Context: an optimization exercise on an open-source flow, tuned for small area, a short achievable clock period and few clock cycles per item. The choices shown serve that exercise and are no tape-out recipe. Function was checked by simulation only, so behaviour that the tests miss may differ from the original. Power is estimated from default activity; no workload was simulated.

Setup of job 2875:
Design sorted_list_union_merge, start of the top module:
module sorted_list_union_merge
#(
    parameter int DEPTH = slum_pkg::LIST_DEPTH
)
(
    input  logic    clk,
    input  logic    rst_n,
    input  logic    push,
    output logic    full,
    input  logic [33:0] item,
    output logic    empty,
    input  logic    pop,
    output logic [34:0] result
);
    localparam int VW = slum_pkg::VAL_W;
    localparam int CW = $clog2(DEPTH + 1);
    localparam int SD = DEPTH - 2;
    function automatic logic [1:0] cmp_lt_gt(input logic [VW-1:0] a, input logic [VW-1:0] b);
        logic [VW-1:0] l;
        logic [VW-1:0] g;
        for (int k = 0; k < VW; k++)
        begin
            l[k] = ~a[k] & b[k];
            g[k] = a[k] & ~b[k];
        end
        l[VW-1] = a[VW-1] & ~b[VW-1];
        g[VW-1] = ~a[VW-1] & b[VW-1];
        for (int lv = 1; lv < VW; lv = lv * 2)
        begin
            for (int k = 0; k < VW / (2 * lv); k++)
            begin
                l[k] = l[2*k+1] | (~g[2*k+1] & l[2*k]);
                g[k] = g[2*k+1] | (~l[2*k+1] & g[2*k]);
            end
        end
        cmp_lt_gt = {l[0], g[0]};
  ...
For scale: roughly 1200 flip-flops, about 45000 um^2 of cells after synthesis.
clock: 5.0 ns
lec_check: 0
cap_margin: 5
core_margin: 2
core_utilization: 45
cts_cluster_diameter: 80
cts_cluster_size: 24
setup_slack_margin: 2.9
slew_margin: 5
tns_end_percent: 0
run.sh (not shown) runs the stock make flow with config.mk's settings and CLKGATE_MAP_FILE= SYNTH_SCRIPT=/design/flow/synth_recipe.tcl, a recipe that flattens the netlist after the stock synthesis.
Job 2875: done, clean on timing, DRC and antenna
Testbench counts of job 2875, summed over its fixed seeds: cycles 8,656, results 6,673.
Modified inputs, job 7407 compared to job 2875
- TNS_END_PERCENT now 2, was 0
- CORE_UTILIZATION now 55, was 45
- SLEW_MARGIN now 20, was 5
- CAP_MARGIN now 20, was 5
--- outcome ---
Job 7407: full flow OK, the timing, design-rule and antenna checks passed. Against job 2875, job 7407 comes in 2201 lower on number of fill cells. Job 7407 against job 2875: post-synthesis to final-layout area growth went up; combinational power went up. For the count of plain and timing-repair buffers in the layout, job 7407 came in 82 higher than job 2875 did. Compared with job 2875, job 7407 shows area of the core that has gone down by more than 10%. Compare job 2875 and job 7407 | part of the power in combinational logic lower: job 2875. Final total power: job 7407 worse than job 2875. From job 2875 to job 7407 the numbers moved as follows: met1 usage climbed 10 points, placed instance area neither gained nor lost much, chip width down about 9%, total routing resource utilization after global routing went up.
Here is what was changed in the inputs of job 268 compared with job 7407.
- CORE_UTILIZATION changed from 55 to 50
- TNS_END_PERCENT changed from 2 to 0
## What came out
- Delta (job 268 minus job 7407): growth of design area from synthesis to finish has decreased; clock skew has decreased; slack of the critical path has decreased; total detailed-routing wirelength has decreased.
Relative to job 268, the following input files were edited for job 7095:
- changing CORE_UTILIZATION from 50 to 45
- setting PLACE_DENSITY to 0.75 for the first time
Starting density of the core, job 7095 and job 268: lower on job 7095
Job 7095 vs. job 268: register cell area after layout held steady; final critical-path share of the clock period moved up; die boundary width climbed 5.3%; portion of the layout cell area used by clock cells held; number of stages on the worst setup path lower.
Job 7095 and job 268 all finish clean.
Job 268 → job 7095: relative area change from synthesis to final layout picked up an extra 1.8 points; share of power burned in the clock network -0.7 points.
Routed wire length delta for job 7095 relative to job 268: 1900 um lower

* * *

Starting RTL as in the previous note.
==> flow/config.mk <==
export PLATFORM = sky130hd
export DESIGN_NAME = sorted_list_union_merge
export DESIGN_NICKNAME = sorted_list_union_merge
export VERILOG_FILES = /design/flow/design.v
export SDC_FILE = /design/flow/constraint.sdc
export NUM_CORES = 4
export LEC_CHECK = 0
export CAP_MARGIN = 20
export CORE_MARGIN = 2
export CORE_UTILIZATION = 45
export CTS_CLUSTER_DIAMETER = 90
export CTS_CLUSTER_SIZE = 28
export SETUP_SLACK_MARGIN = 3.3
export SLEW_MARGIN = 20
export TNS_END_PERCENT = 0
==> flow/constraint.sdc <==
create_clock -name core_clock -period 5.0 [get_ports {clk}]
set_input_delay 1.0000 -clock core_clock [delete_from_list [all_inputs] [get_ports {clk}]]
set_output_delay 1.0000 -clock core_clock [all_outputs]
set_load 0.01 [all_outputs]
Testbench counts at the start, summed over its fixed seeds: cycles 8,656, results 6,673.
Edit:
--- a/flow/config.mk
+++ b/flow/config.mk
@@ -13 +13 @@
-export SETUP_SLACK_MARGIN = 3.3
+export SETUP_SLACK_MARGIN = 2.9
=> Global-route usage does not change; register-to-register slack hardly moves; utilization does not change; die area stays the same; first-iteration DRC count is unchanged; clock-buffer cell count is unchanged; final area does not change.
Edit:
--- a/flow/config.mk
+++ b/flow/config.mk
@@ -12,0 +13 @@
+export GPL_ROUTABILITY_DRIVEN = 0
Outcome: Combinational power rises slightly; core utilization rises by 0.45 points; wire length rises by a few percent; final area rises slightly; sequential share of layout area falls by 0.60 points; die area is unchanged; via count rises slightly; sequential cell count does not change; hold slack is worse by 140 ps.
Edit:
--- a/flow/config.mk
+++ b/flow/config.mk
@@ -10,4 +10,3 @@
-export CORE_UTILIZATION = 45
-export CTS_CLUSTER_DIAMETER = 90
-export CTS_CLUSTER_SIZE = 28
-export GPL_ROUTABILITY_DRIVEN = 0
+export CORE_UTILIZATION = 38
+export CTS_CLUSTER_DIAMETER = 80
+export CTS_CLUSTER_SIZE = 24
Result:
- combinational power goes down by about 0.9%
- die area goes up by 18%
- cell count goes up by 4.6%
- cell area goes up by 0.59%
- global-route usage goes down by 3.9 points
- fmax goes down by 3.0%
- area after synthesis does not change
- hold slack gets better by 140 ps
- total power goes up by 0.54%
- worst setup slack gets worse by 73 ps

-- afterwards: timing with drivers on the ports --
The results above use ideal ports. As a check the final layouts listed here were re-extracted and re-timed, cells and wires unchanged.
Step 1 assumes that a clkbuf_16 drives the clock port and a buf_2 every other input.
Step 2, shift: input delay + t, output delay - t, t = (earliest + latest rising clock arrival at the registers) / 2. This alone moves slack from input paths to output paths.
Slacks: ideal ports / drivers / drivers and shift; pairs: ideal ports / drivers.
run	t, ns	setup slack, ns	clock arrival spread, ns	worst slew at a driven data input, ns
job 2875	0.728	2.703 / 2.661 / 2.011	0.045 / 0.045	0.20
job 7407	0.714	2.648 / 2.648 / 1.990	0.044 / 0.045	0.16
job 268	0.725	2.613 / 2.613 / 1.977	0.028 / 0.028	0.17
job 7095	0.716	2.566 / 2.531 / 1.815	0.058 / 0.058	0.18
the first run of note 2	0.733	2.712 / 2.645 / 1.998	0.038 / 0.038	0.20
the second run of note 2	0.733	2.712 / 2.645 / 1.998	0.038 / 0.038	0.20
the third run of note 2	0.737	2.679 / 2.664 / 1.927	0.064 / 0.064	0.18
the fourth run of note 2	0.726	2.606 / 2.554 / 1.903	0.034 / 0.033	0.11
After both steps setup and hold are still met in every run listed. The setup slack of the third run of note 2, which loses most, moves by -0.015 ns with the drivers and by -0.752 ns with both steps.
